What follows belongs to an exercise in optimizing a design on an open flow for small area and a short achievable clock period; a production flow would make more cautious choices.
Only simulation tests tie the RTL to the original design; equivalence was not proved.
No activity file was given, so power comes from the tool's default toggle rates.

==> design/flow/design.v <==
`default_nettype none
package fpu_pkg;
	typedef logic [31:0] fp32_t;	 
	typedef logic [31:0] int32_t;	 
	typedef logic [7:0]  exp_t;	 
	typedef logic [22:0] frac_t;	 
	typedef logic [23:0] sig_t;	 
	localparam exp_t EXP_MAX  = 8'd255;
	localparam exp_t EXP_BIAS = 8'd127;
	localparam int LATENCY = 3;
	typedef struct packed {
		logic [5:0] op1;	 
		logic [4:0] fmt;	 
		logic [5:0] op2;	 
	} instr_t;
	typedef struct packed {
		logic invalid_op;
		logic nan;
		logic ovf;
	} fpu_exc_t;
	typedef enum logic [2:0] {
		OP_IDLE,
		OP_ABS,
		OP_NEG,
		OP_FLOOR,
		OP_FTOI,
		OP_ITOF,
		OP_INVALID
	} op_t;
	localparam logic [5:0] OP1_COP1    = 6'b010001;
	localparam logic [4:0] FMT_S       = 5'b10000;
	localparam logic [4:0] FMT_W_FTOI  = 5'b00000;
	localparam logic [4:0] FMT_ITOF    = 5'b00100;
	localparam logic [5:0] FUNCT_ABS   = 6'b000101;
	localparam logic [5:0] FUNCT_NEG   = 6'b000111;
	localparam logic [5:0] FUNCT_FLOOR = 6'b001111;
	localparam logic [5:0] FUNCT_CVT   = 6'b000000;
endpackage
`default_nettype wire
`default_nettype none
module fpu_top (
	input  wire         clk,
	input  wire         rstn,
	input       fpu_pkg::instr_t instr,
	input       fpu_pkg::fp32_t  x1,	 
	input       fpu_pkg::int32_t x2,	 
	output fpu_pkg::fp32_t       y,
	output fpu_pkg::fpu_exc_t    exc
);
	localparam logic [2:0] O_IDLE = 3'd0;
	localparam logic [2:0] O_SGN  = 3'd1;	 
	localparam logic [2:0] O_FLR  = 3'd2;
	localparam logic [2:0] O_FTOI = 3'd3;
	localparam logic [2:0] O_ITOF = 3'd4;
	localparam logic [2:0] O_INV  = 3'd5;
	localparam logic [2:0] K_IDLE = 3'd0;	 
	localparam logic [2:0] K_FT   = 3'd1;	 
	localparam logic [2:0] K_IT   = 3'd2;	 
	localparam logic [2:0] K_NAN  = 3'd3;
	localparam logic [2:0] K_OVF  = 3'd4;
	localparam logic [2:0] K_INV  = 3'd5;
	function automatic logic [4:0] ftoi_amt(input logic [4:0] k);	 
		ftoi_amt = '0;
		for (int j = 0; j < 32; j++) if (k == 5'(j)) ftoi_amt = 5'((30 - j) & 31);
	endfunction
	function automatic logic [7:0] itof_exp(input logic [4:0] k);	 
		itof_exp = '0;
		for (int j = 0; j < 32; j++) if (k == 5'(j)) itof_exp = 8'(157 - j);
	endfunction
	function automatic logic [22:0] floor_mask(input logic [7:0] ee);
		for (int i = 0; i < 23; i++) floor_mask[i] = !ee[7] || (i < 22 && ee[4:0] <= 5'(21 - i));
	endfunction
	logic d_abs, d_neg, d_flr, d_ftoi, d_itof, cop1;
	assign cop1   = instr.op1 == fpu_pkg::OP1_COP1;
	assign d_abs  = cop1 && instr.fmt == fpu_pkg::FMT_S && instr.op2 == fpu_pkg::FUNCT_ABS;
	assign d_neg  = cop1 && instr.fmt == fpu_pkg::FMT_S && instr.op2 == fpu_pkg::FUNCT_NEG;
	assign d_flr  = cop1 && instr.fmt == fpu_pkg::FMT_S && instr.op2 == fpu_pkg::FUNCT_FLOOR;
	assign d_ftoi = cop1 && instr.fmt == fpu_pkg::FMT_W_FTOI && instr.op2 == fpu_pkg::FUNCT_CVT;
	assign d_itof = cop1 && instr.fmt == fpu_pkg::FMT_ITOF && instr.op2 == fpu_pkg::FUNCT_CVT;
	logic [2:0] op_d;
	always_comb begin
		if (!rstn)                op_d = O_IDLE;
		else if (d_abs || d_neg)  op_d = O_SGN;
		else if (d_flr)           op_d = O_FLR;
		else if (d_ftoi)          op_d = O_FTOI;
		else if (d_itof)          op_d = O_ITOF;
		else                      op_d = O_INV;
	end
	logic        s2;
	logic [30:0] v2;
	logic [30:0] pick;
	logic [30:0] cpl;
	logic [31:0] d_d;
	logic        fz_d;
	assign s2 = x2[31];
	assign v2 = x2[30:0];
	always_comb begin
		for (int i = 0; i < 23; i++) pick[i] = instr.fmt[2] ? v2[22-i] : x1[i];
		for (int i = 23; i < 31; i++) pick[i] = instr.fmt[2] ? v2[53-i] : x1[i];
		cpl[22:0]  = {23{instr.fmt[2] ? s2 : (!instr.fmt[4] && x1[31])}};
		cpl[30:23] = {8{instr.fmt[2] && s2}};
		d_d[30:0]  = pick ^ cpl;
		if (instr.fmt[2])  d_d[31] = s2;
		else if (d_neg)    d_d[31] = ~x1[31];
		else if (d_abs)    d_d[31] = 1'b0;
		else               d_d[31] = x1[31];
	end
	assign fz_d = x1[22:0] == '0;
	logic [2:0]  op_q;
	logic [31:0] d_q;
	logic        fz_q;	 
	always_ff @(posedge clk) begin
		op_q <= op_d;
		d_q  <= d_d;
		fz_q <= fz_d;
	end
	logic        s;
	logic [7:0]  e;
	logic [22:0] fr;
	logic        is_it, is_ft, is_fl;
	assign s     = d_q[31];
	assign e     = d_q[30:23];
	assign fr    = d_q[22:0];
	assign is_it = op_q == O_ITOF;
	assign is_ft = op_q == O_FTOI;
	assign is_fl = op_q == O_FLR;
	logic [30:0] vq;
	always_comb begin
		for (int i = 0; i < 23; i++) vq[22-i] = d_q[i];
		for (int i = 23; i < 31; i++) vq[53-i] = d_q[i];
	end
	logic [4:0] lz;
	logic       allz;
	always_comb begin
		lz = 5'd31;
		for (int i = 0; i < 31; i++) begin
			if (vq[i]) lz = 5'(30 - i);
		end
	end
	assign allz = ~|vq;
	logic f_nan, f_ovf, f_half, f_norm;
	assign f_nan  = (e == 8'hff) && !fz_q;
	assign f_ovf  = !f_nan && ((e > 8'd158) || (e == 8'd158 && !(s && fz_q)));
	assign f_half = e == 8'd126;
	assign f_norm = (e >= 8'd127) && !f_nan && !f_ovf;
	logic [32:0] sin, sa, sb, sc;
	logic [4:0]  amt;
	logic        fill;
	assign sin  = {is_it ? s : ~s, d_q[22:0], is_it ? d_q[30:23] : {8{s}}, s};
	assign fill = s;
	assign amt  = is_it ? lz : ftoi_amt(e[4:0]);
	assign sa   = amt[4] ? {{16{fill}}, sin[32:16]} : sin;
	assign sb   = amt[3] ? {{8{fill}}, sa[32:8]} : sa;
	assign sc   = amt[2] ? {{4{fill}}, sb[32:4]} : sb;
	logic [22:0] mask;
	logic        hf, fl_c, fl_mid;
	logic [31:0] fl_a;
	assign mask   = floor_mask(e);
	assign hf     = |(fr & mask);
	assign fl_mid = (e >= 8'd127) && (e < 8'd150);
	assign fl_c   = fl_mid & s & hf;
	always_comb begin
		if (e == 8'hff && !fz_q)  fl_a = d_q | 32'h0040_0000;
		else if (!fl_mid && e >= 8'd150) fl_a = d_q;
		else if (!fl_mid) fl_a = (s && (e != '0 || !fz_q)) ? 32'hbf80_0000 : {s, 31'd0};
		else if (s & hf)  fl_a = d_q | {9'd0, mask};
		else              fl_a = d_q & ~{9'd0, mask};
	end
	logic        use_sh;
	logic [32:0] data_d;
	logic [1:0]  amt_d;
	logic [2:0]  lzhi_d;
	logic        s_d;
	logic [2:0]  kind_d;
	assign use_sh = is_it | (is_ft & f_norm);
	always_comb begin
		if (use_sh)     data_d = sc;
		else if (is_fl) data_d = {fl_a, fl_c};
		else if (is_ft) data_d = {{32{s}}, ~s};	 
		else            data_d = {d_q, 1'b0};
	end
	assign amt_d  = use_sh ? amt[1:0] : 2'd0;
	assign lzhi_d = lz[4:2];
	assign s_d    = (is_it | is_ft) & s;
	always_comb begin
		kind_d = K_IDLE;
		if (rstn) begin
			case (op_q)
				O_SGN, O_FLR: kind_d = K_FT;
				O_FTOI: begin
					if (f_nan)                kind_d = K_NAN;
					else if (f_ovf)           kind_d = K_OVF;
					else if (f_norm || f_half) kind_d = K_FT;
					else                      kind_d = K_IDLE;
				end
				O_ITOF: kind_d = (allz && !s) ? K_IDLE : K_IT;
				O_INV:  kind_d = K_INV;
				default: kind_d = K_IDLE;
			endcase
		end
	end
	logic [32:0] data_q;
	logic [1:0]  amt_q;
	logic [2:0]  lzhi_q;
	logic        s_q;
	logic [2:0]  kind_q;
	always_ff @(posedge clk) begin
		data_q <= data_d;
		amt_q  <= amt_d;
		lzhi_q <= lzhi_d;
		s_q    <= s_d;
		kind_q <= kind_d;
	end
	logic        fill3;
	logic [32:0] sd, se;
	assign fill3 = s_q;
	assign sd    = amt_q[1] ? {{2{fill3}}, data_q[32:2]} : data_q;
	assign se    = amt_q[0] ? {fill3, sd[32:1]} : sd;
	logic sel_f, sel_i;
	assign sel_f = kind_q == K_FT;
	assign sel_i = kind_q == K_IT;
	logic [31:0] af;
	logic        cf;
	assign af = se[32:1];
	assign cf = se[0];
	logic [31:0] nrm;
	logic [7:0]  ep;
	logic [31:0] ai;
	logic        ci;
	always_comb begin
		for (int n = 0; n < 32; n++) nrm[n] = se[32-n];
	end
	assign ep = itof_exp({lzhi_q, amt_q});
	assign ai = {s_q, ep, nrm[30:8]};
	assign ci = s_q ? (nrm[7] | (&nrm[6:0] & nrm[8])) : (nrm[7] & (nrm[8] | (|nrm[6:0])));
	logic [31:0] a;
	logic        c;
	logic [31:0] y_d;
	assign a = ({32{sel_f}} & af) | ({32{sel_i}} & ai);
	assign c = (sel_f & cf) | (sel_i & ci);
	logic [31:0] pre;	 
	always_comb begin
		pre[0] = 1'b1;
		for (int i = 1; i < 32; i++) pre[i] = pre[i-1] & a[i-1];
	end
	assign y_d = {32{rstn}} & (a ^ ({32{c}} & pre));	 
	fpu_pkg::fpu_exc_t exc_d;
	assign exc_d.invalid_op = rstn && kind_q == K_INV;
	assign exc_d.nan        = rstn && kind_q == K_NAN;
	assign exc_d.ovf        = rstn && kind_q == K_OVF;
	always_ff @(posedge clk) begin
		y   <= y_d;
		exc <= exc_d;
	end
endmodule
`default_nettype wire
==> design/flow/run.sh <==
#!/bin/bash
# synth_recipe.tcl (not shown) runs the flow's synth.tcl, then flattens the netlist and writes it again
# the make line also repeats each setting of config.mk as NAME=value (left out here)
make -C /OpenROAD-flow-scripts/flow DESIGN_CONFIG=/design/flow/config.mk WORK_HOME=/design/flow/orfs CLKGATE_MAP_FILE= SYNTH_SCRIPT=/design/flow/synth_recipe.tcl finish
==> design/flow/config.mk <==
export PLATFORM = sky130hd
export DESIGN_NAME = fpu_top
export DESIGN_NICKNAME = fpu_top
export VERILOG_FILES = /design/flow/design.v
export SDC_FILE = /design/flow/constraint.sdc
export NUM_CORES = 4
export LEC_CHECK = 0
export CAP_MARGIN = 20
export CORE_MARGIN = 2
export CORE_UTILIZATION = 40
export SETUP_SLACK_MARGIN = 5
export SLEW_MARGIN = 20
==> design/flow/constraint.sdc <==
create_clock -name core_clock -period 8.0 [get_ports {clk}]
set_input_delay 1.6000 -clock core_clock [delete_from_list [all_inputs] [get_ports {clk}]]
set_output_delay 1.6000 -clock core_clock [all_outputs]
set_load 0.01 [all_outputs]
==> results of run 1 <==
## stage by stage
stage	cell area, sq um	setup WS (ns)	std cells
4_1_cts	10600	4.993	1431
5_1_grt	10940	4.941	1446
3_5_place_dp	9797	4.306	1392
3_3_place_gp	9797	4.297	1392
2_1_floorplan	8592	5.033	1081
6_report	10940	5.050	1446
## flip-flops by register name, indices dropped and copies added (netlist names)
register  count
amt_q         2
d_q          32
y            32
op_q          3
kind_q        3
data_q       33
exc           3
lzhi_q        3
fz_q          1
s_q           1
## layer usage
layer,vias to the layer above,track usage [%]
met5,-,0
met4,0,14.15
met3,128,6.636
met2,564,42.89
met1,4336,34.94
li1,4196,-
## final timing paths
check                      endpoint  slack [ns]
setup / recovery  data_q[3]$_DFF_P_        5.05
hold / removal       exc[2]$_DFF_P_        0.52
setup reg to reg  data_q[3]$_DFF_P_        5.05
hold reg to reg      exc[2]$_DFF_P_        0.52
## timing repair
item                       CTS  global route
setup endpoints to repair   61            60
cloned                       1             3
setup buffers                6            12
pin swaps                    2             9
gates resized for setup     38            51
## final cells by class
cell class                      instances  share of cell area, %
Multi-Input combinational cell        849                  55.70
Sequential cell                       113                  20.86
Timing Repair Buffer                  158                  13.98
Clock buffer                           19                  4.048
Tap cell                              275                  3.145
Clock inverter                         13                  1.590
Inverter                               19                 0.6862
## cells by family (layout without fill, tap and decap cells)
family / after synthesis / after routing / synth area share (%)
AND/OR/NAND/NOR: 360 / 363 / 21.55
AO/OA/AOI/OAI: 345 / 345 / 26.15
buffers and inverters: 122 / 209 / 6.538
flip-flops: 113 / 113 / 26.33
multiplexers: 93 / 93 / 14.49
XOR/XNOR: 47 / 47 / 4.791
adder cells (fa/ha/maj): 1 / 1 / 0.1456
## where the power goes
group,internal [mW],switching (mW),total (mW)
Sequential,0.631,0.131,0.762
Clock,0.502,0.293,0.796
Combinational,0.300,0.372,0.672
Total,1.43,0.796,2.23
## Yosys cell counts, drive strengths merged (7+ instances only)
library cell,n,share of area [%]
a211oi,22,2.0
a21oi,90,5.2
a221oi,7,0.71
a22oi,21,1.8
a31oi,11,0.80
and2,13,0.95
and3,8,0.58
buf,38,2.9
clkbuf,65,2.8
dfxtp,113,26
inv,18,0.79
mux2,13,1.7
mux2i,58,6.8
mux4,22,6.0
nand2,102,4.5
nand3,21,1.3
nor2,95,4.2
nor2b,8,0.58
nor3,43,2.8
nor3b,7,0.67
nor4,17,1.4
o211ai,13,1.1
o21a,8,0.70
o21ai,83,4.8
o22ai,10,0.73
o31ai,9,0.79
or3,11,0.80
xnor2,43,4.4
==> out/qor.csv, run 1 <==
stage;metric;value;unit
route;firstDrtPassIters;8;
clock_network;clockBufferDepth;2;
worst_setup_path;cpLargestDelayFamily;simple AND/OR/NAND/NOR gates;
global_routing;grt_pass1_vias;8400;
die;die_h;150.6;microns
die;die_area;0.02267;sq mm
logic_synthesis;synth_nets;1165;
worst_setup_path;cp-start-kind;flop;
logic_synthesis;seq_area_frac_synth;26.33;%
die;initial_utilization;40.87;%
sta;clock.fmax;339.0;MHz
run;cap_violations;0;
finish;num_antenna_cells;0;
finish;drive_gt1_share;15.54;%
clock_network;cts_made_buffers;17;
worst_setup_path;path_class;reg2reg;
route;drtIter0Drc;1146;
route;met3_length;3014;microns
finish;final_cell_mix;clkdlybuf4s50_1 (114), dfxtp_1 (105), nand2_1 (99);
power;p_leak;4.005;nW
power;pwr_density_cell;203.8;mW/mm^2
worst_setup_path;worstPathArrival;3.26;ns
route;wl_met2;14230;microns
logic_synthesis;synth-edff-count;0;
worst_setup_path;crit_path_start;d_q[27]$_DFF_P_;
hold_path;holdPathStages;1;
clock_network;cts-root-buf;clkbuf_16;
sta;fin_skew;0.009592;ns
sta;slew_viol_final;0;
sta;rsz0062_at_grt;true;
hold_path;min_path_type;reg2reg;
finish;fin_nets;1242;
finish;finish.utilization;52.04;%
die;die_x;150.6;microns
logic_synthesis;yosysUniqueCellTypes;86;
worst_setup_path;cp_slowest_cell;or3_1;
finish;area_growth;27.33;%
worst_setup_path;cp_slowest_stage_delay;0.54;ns
global_routing;grt_max_degree;50;
logic_synthesis;syn_avg_cell_area;7.948;sq um
logic_synthesis;yosys_most_used_dff;dfxtp_1;
clock_network;cts_hold_buffers;0;
place;gp_congestion;1.014;
place;portBuffers;117;
sta;tns;0;ns
global_routing;grt_first_pass_wirelength;47520;microns
status;outcome;no timing/DRC/antenna violations;
clock_network;clk_pin_slew_worst_paths;0.06;ns
worst_setup_path;cpMostUsedCell;or3_1;
clock_network;clk_latency;0.43;ns
worst_setup_path;reg2reg_from;d_q[27]$_DFF_P_;
global_routing;antenna_found_initial;1;
hold_path;worstHoldStart;kind_q[1]$_SDFF_PN0_;
logic_synthesis;synth_area;0.008592;sq mm
sta;fin_crit;2.950;ns
sta;period_share;36.87;%
finish;final_common_cell;clkdlybuf4s50_1;
logic_synthesis;ys_warn_count;1;
worst_setup_path;cp-end-kind;flop;
route;drt-wirelength-per-cell;21.80;microns
power;fin_total_pwr;2.230;mW
finish;seqCellArea;0.002282;sq mm
finish;fillers;1990;
global_routing;grt_use_total;27.39;%
worst_setup_path;critPathRequiredTime;8.31;ns
sta;hold_violations;0;
die;num_rows;53;
logic_synthesis;ys_seq_elements;113;
worst_setup_path;crit_buf_inv;1;
worst_setup_path;reg2regPathDepth;8;
logic_synthesis;synthArstFlopShare;0;%
sta;hold_slack;0.5151;ns
clock_network;clock-sinks;113;
power;irDropWorstVdd;0.1226;mV
route;top_layer;met4;
clock_network;h-tree-depth;4;
route;drc_errors;0;
worst_setup_path;path_cells;or3_1 -> or3_1 -> nor2_4 -> a21oi_1 -> buf_4 -> mux2i_2 -> o21ai_0 -> a211oi_2;
sta;setup_viol;0;
route;met1_length;12710;microns
route;vias_per_cell;6.379;
worst_setup_path;path_max_fanout;24;
sta;slew_headroom;32.52;%
die;core_region_area;0.02102;sq mm
global_routing;grt_overflow;0;
route;routed_wl;31520;microns
finish;multi_input_area;0.006093;sq mm
route;drt.antenna.violating_nets;0;
sta;tightestPinTransition;1.009;ns
logic_synthesis;synthCells;1081;
die;ios;118;
worst_setup_path;crit_cells;8;
route;vias;9224;
place;dp_hpwl;21720;microns
clock_network;tritoncts;built;
==> run 2: changes to the inputs <==
==> design/flow/flow/run.sh (new file) <==
#!/bin/bash
# Standard synthesis, then the combinational logic re-mapped by ABC with
# iterated choice-based mapping (flip-flops untouched), then the standard
# layout from floorplan on.
set -euo pipefail
WORK=$(pwd)
R=$WORK/orfs/results/$FLOW_PLATFORM/fpu_top/base
LOGS=$WORK/orfs/logs/$FLOW_PLATFORM/fpu_top/base
bash standard.sh synth > $WORK/flow_synth.log 2>&1
cp $R/1_2_yosys.v $R/1_2_yosys.std.v
YOSYS=$FLOW_HOME/../tools/install/yosys/bin/yosys
[ -x "$YOSYS" ] || YOSYS=$(command -v yosys)
export REABC_LIB=$FLOW_HOME/platforms/$FLOW_PLATFORM/lib/sky130_fd_sc_hd__tt_025C_1v80.lib
export REABC_IN=$R/1_2_yosys.std.v
export REABC_OUT=$R/1_2_yosys.v
export REABC_SCRIPT=$WORK/flow/abc.scr
export REABC_CONSTR=$WORK/orfs/objects/$FLOW_PLATFORM/fpu_top/base/abc.constr
export REABC_DONT_USE="$(grep -m1 -- '^abc -script' $LOGS/1_2_yosys.log | grep -o -- '-dont_use [^ ]*' | awk '{print $2}' | tr '\n' ' ')"
export REABC_FLOPS="$(grep -o 'sky130_fd_sc_hd__[a-z]*df[a-z0-9_]*' $R/1_2_yosys.std.v | sort -u | tr '\n' ' ')"
$YOSYS -c $WORK/flow/reabc.tcl > $WORK/flow_reabc.log 2>&1
rm -f $R/1_synth.odb $R/1_synth.sdc
bash standard.sh finish > $WORK/flow_finish.log 2>&1
==> design/flow/flow/abc.scr (new file) <==
strash
dc2
dch
map
strash
dc2
dch
map
strash
dch
map
topo
buffer -c
upsize -c
dnsize -c
==> design/flow/flow/reabc.tcl (new file) <==
# Re-map the combinational logic of the standard synthesis netlist with a
# different ABC script. Every flip-flop instance (name and cell type) is kept.
set lib     $::env(REABC_LIB)
set in      $::env(REABC_IN)
set out     $::env(REABC_OUT)
set script  $::env(REABC_SCRIPT)
set dontuse $::env(REABC_DONT_USE)

yosys read_liberty -ignore_miss_func $lib
yosys read_verilog $in
yosys hierarchy -top $::env(FLOW_TOP)
foreach ff [split $::env(REABC_FLOPS)] {
  yosys setattr -mod -set keep_hierarchy 1 $ff
}
yosys flatten
yosys rename -hide w:*.*
yosys opt_clean
set args [list -script $script -liberty $lib -constr $::env(REABC_CONSTR)]
foreach c [split $dontuse] { if {$c ne ""} { lappend args -dont_use $c } }
yosys abc {*}$args
yosys opt_clean -purge
yosys rename -enumerate
foreach ff [split $::env(REABC_FLOPS)] {
  yosys blackbox $ff
}
yosys tee -o $out.stat stat -liberty $lib
yosys write_verilog -noattr -nohex -nodec $out
==> design/flow/standard.sh (new file) <==
#!/bin/bash
# synth_recipe.tcl (not shown) runs the flow's synth.tcl, then flattens the netlist and writes it again
# the make line also repeats each setting of config.mk as NAME=value (left out here)
make -C /OpenROAD-flow-scripts/flow DESIGN_CONFIG=/design/flow/config.mk WORK_HOME=/design/flow/orfs CLKGATE_MAP_FILE= SYNTH_SCRIPT=/design/flow/synth_recipe.tcl "${@:-finish}"
--- a/design/flow/config.mk
+++ b/design/flow/config.mk
@@ -10,3 +10,3 @@
 export CORE_UTILIZATION = 40
-export SETUP_SLACK_MARGIN = 5
+export SETUP_SLACK_MARGIN = 4.5
 export SLEW_MARGIN = 20
removed: design/flow/run.sh
==> out/qor.csv, run 2 <==
stage;metric;value;unit;change
global_routing;grt_first_pass_wirelength;52840;microns;was 47,520 microns
worst_setup_path;path_class;reg2reg;;unchanged
clock_network;clock-sinks;113;;unchanged
hold_path;min_path_type;reg2reg;;unchanged
worst_setup_path;cp-start-kind;flop;;unchanged
power;switchingPower;0.8146;mW;was 0.7965 mW
sta;slew_viol_final;0;;unchanged
place;gp_congestion;1.043;;was 1.014
clock_network;cts_made_buffers;17;;unchanged
sta;setup_viol;0;;unchanged
place;place_area;0.009374;sq mm;was 0.009797 sq mm
finish;regMostFlops;data_q;;unchanged
sta;tightestPinTransition;0.7809;ns;was 1.009 ns
finish;stdcell_count;1631;;was 1,446
global_routing;grt_use_total;32.57;%;was 27.39%
global_routing;grt_max_degree;53;;was 50
finish;final_common_cell;nand2_1;;was clkdlybuf4s50_1
worst_setup_path;cp_slowest_cell;dfxtp_1;;was or3_1
worst_setup_path;cp_slowest_stage_delay;0.49;ns;was 0.54 ns
die;initial_utilization;41.06;%;was 40.87%
finish;multi_input_area;0.005124;sq mm;was 0.006093 sq mm
power;pwr-share-seq;33.7;%;was 34.2%
power;sw_frac_of_total;38.41;%;was 35.72%
route;vias_per_cell;5.932;;was 6.379
worst_setup_path;crit_cells;10;;was 8
sta;period_share;46.43;%;was 36.87%
status;outcome;no timing/DRC/antenna violations;;unchanged
finish;final_cell_mix;nand2_1 (255), o21ai_0 (122), clkdlybuf4s50_1 (117);;was clkdlybuf4s50_1 (114), dfxtp_1 (105), nand2_1 (99)
worst_setup_path;worstPathArrival;3.96;ns;was 3.26 ns
run;cap_violations;0;;unchanged
worst_setup_path;critPathRequiredTime;8.24;ns;was 8.31 ns
worst_setup_path;path_max_fanout;10;;was 24
sta;fin_skew;0.01469;ns;was 0.009592 ns
die;num_rows;51;;was 53
logic_synthesis;synthCells;1232;;was 1,081
die;die_x;145.8;microns;was 150.6 microns
clock_network;clk_pin_slew_worst_paths;0.06;ns;about the same
worst_setup_path;cpMostUsedCell;inv_1;;was or3_1
global_routing;grt_pass1_vias;9074;;was 8,400
clock_network;h-tree-depth;4;;unchanged
finish;fillers;2036;;was 1,990
sta;clock.fmax;269.2;MHz;was 339.0 MHz
power;combPwrFrac;31.1;%;was 30.2%
finish;postLayoutCellArea;0.01025;sq mm;was 0.01094 sq mm
die;core_region_area;0.01959;sq mm;was 0.02102 sq mm
die;die_area;0.02126;sq mm;was 0.02267 sq mm
route;firstDrtPassIters;6;;was 8
worst_setup_path;reg2regPathDepth;10;;was 8
worst_setup_path;cp-end-kind;flop;;unchanged
hold_path;holdPathStages;1;;unchanged
route;drt.antenna.violating_nets;0;;unchanged
logic_synthesis;synth_area;0.008043;sq mm;was 0.008592 sq mm
route;drc_errors;0;;unchanged
clock_network;clk_latency;0.43;ns;about the same
die;ios;118;;unchanged
clock_network;tritoncts;built;;unchanged
power;pwr_density_cell;206.9;mW/mm^2;was 203.8 mW/mm^2
finish;fin_nets;1435;;was 1,242
clock_network;clockBufferDepth;2;;unchanged
power;p_leak;4.159;nW;was 4.005 nW
die;die_h;145.8;microns;was 150.6 microns
place;portBuffers;117;;unchanged
sta;slew_headroom;47.94;%;was 32.52%
place;dp_hpwl;27620;microns;was 21,720 microns
logic_synthesis;synth_nets;1315;;was 1,165
finish;area_growth;27.46;%;was 27.33%
worst_setup_path;cpLargestDelayFamily;buffers and inverters;;was simple AND/OR/NAND/NOR gates
finish;largest_reg_flops;33;;unchanged
clock_network;cts-root-buf;clkbuf_16;;unchanged
power;irDropWorstVdd;0.1489;mV;was 0.1226 mV
finish;drive_gt1_share;10.55;%;was 15.54%
power;pwr-share-clk;35.1;%;was 35.7%
sta;tns;0;ns;unchanged
clock_network;cts_hold_buffers;0;;unchanged
global_routing;grt_overflow;0;;unchanged
finish;top_regs;data_q x33, d_q x32, y x32;;unchanged
route;drtIter0Drc;930;;was 1,146
power;intPower;1.306;mW;was 1.433 mW
worst_setup_path;path_cells;inv_1 -> nand3_1 -> clkinvlp_4 -> buf_4 -> a21oi_4 -> inv_2 -> nand2_2 -> inv_1 -> a22oi_1 -> a21oi_1;;was or3_1 -> or3_1 -> nor2_4 -> a21oi_1 -> buf_4 -> mux2i_2 -> o21ai_0 -> a211oi_2
route;vias;9675;;was 9,224
route;routed_wl;35150;microns;was 31,520 microns
finish;seqCellArea;0.002266;sq mm;was 0.002282 sq mm
place;dp_cells;1575;;was 1,392
sta;hold_violations;0;;unchanged
worst_setup_path;crit_buf_inv;5;;was 1
route;drt-wirelength-per-cell;21.55;microns;was 21.80 microns
global_routing;antenna_found_initial;2;;was 1
logic_synthesis;syn_avg_cell_area;6.528;sq um;was 7.948 sq um
sta;rsz0062_at_grt;true;;unchanged
logic_synthesis;ys_warn_count;1;;unchanged
sta;fin_crit;3.714;ns;was 2.950 ns
run 2: cell count changes in the layout (fill, tap and decap cells not counted), sizes merged, moves of 14 or more:
cell	change
nand2	+158
inv	+100
o21ai	+65
mux2i	-57
nor2	+27
o22ai	+24
mux4	-22
nand3	+22
nand4	+18
nor3	-14
run 2: metrics by stage:
stage / setup WS, ns / utilization, % / power [mW] / hold slack (ns)
final: 4.286 / 52.33 / 2.120 / 0.5186
after global routing: 4.296 / 52.32 / 2.208 / 0.5452
after CTS: 4.505 / 51.06 / 2.085 / 0.5211
after detailed placement: 4.035 / 47.85 / 1.337 / 0.5193
after global placement: 3.908 / 47.85 / 1.350 / 0.5183
after floorplan: 5.019 / - / 1.076 / 0.4877
run 2: power by group through the flow:
stage | clock, mW | sequential [mW] | combinational, mW
finish | 0.745 | 0.716 | 0.660
global route | 0.781 | 0.717 | 0.710
CTS | 0.753 | 0.710 | 0.622
detailed placement | 0 | 0.722 | 0.615
global placement | 0 | 0.724 | 0.626
floorplan | 0 | 0.681 | 0.395
run 2: what timing repair did:
| item | in CTS | in global routing |
|---|---|---|
| endpoints found under the setup margin | 18 | 36 |
| buffers inserted | 3 | 20 |
| pin swaps | 0 | 3 |
| gates resized for setup | 8 | 20 |
run 2: worst paths after layout:
check                       startpoint                 to  slack (ns)
setup / recovery    op_q[0]$_SDFF_PN0_  data_q[9]$_DFF_P_        4.29
hold / removal    kind_q[0]$_SDFF_PN0_     exc[0]$_DFF_P_        0.52
setup reg to reg    op_q[0]$_SDFF_PN0_  data_q[9]$_DFF_P_        4.29
hold reg to reg   kind_q[0]$_SDFF_PN0_     exc[0]$_DFF_P_        0.52
run 2: cell type report:
class                           instances  area share [%]
Multi-Input combinational cell        942           49.98
Clock buffer                           19           4.418
Tap cell                              265           3.234
Sequential cell                       113           22.10
Timing Repair Buffer                  150           14.12
Antenna cell                            1         0.02441
Clock inverter                         13           1.208
Inverter                              128           4.907
run 2: routing by layer:
layer / vias up / global-route usage, % / wire, microns
met5: - / 0 / 0
li1: 4529 / - / -
met1: 4386 / 37.58 / 13170
met2: 615 / 55.66 / 16690
met4: 0 / 19.95 / 2385
met3: 145 / 6.301 / 2911

[separate check: timing with driven ports]
Ports are ideal in the flow. The routed layouts listed here were re-timed in OpenROAD. Step 1, drivers: a clkbuf_16 drives clk and a buf_2 each remaining input, both assumed. Step 2 moves the port delays by t, midway between the first and last clock arrival at a register: inputs arrive t later, outputs are due t later. That takes back most of the time a late clock gives input paths. a / b / c = ideal ports / drivers / drivers and shift; a / b = the first two.
run	t (ns)	setup slack, ns	hold slack, ns
run 1	0.469	5.050 / 5.050 / 4.659	0.515 / 0.515 / 0.515
run 2	0.467	4.286 / 4.286 / 4.286	0.519 / 0.519 / 0.519
After both steps every run listed still meets setup and hold. The setup slack of run 1, which loses most, moves by 0.000 ns with the drivers and by -0.391 ns with both steps.
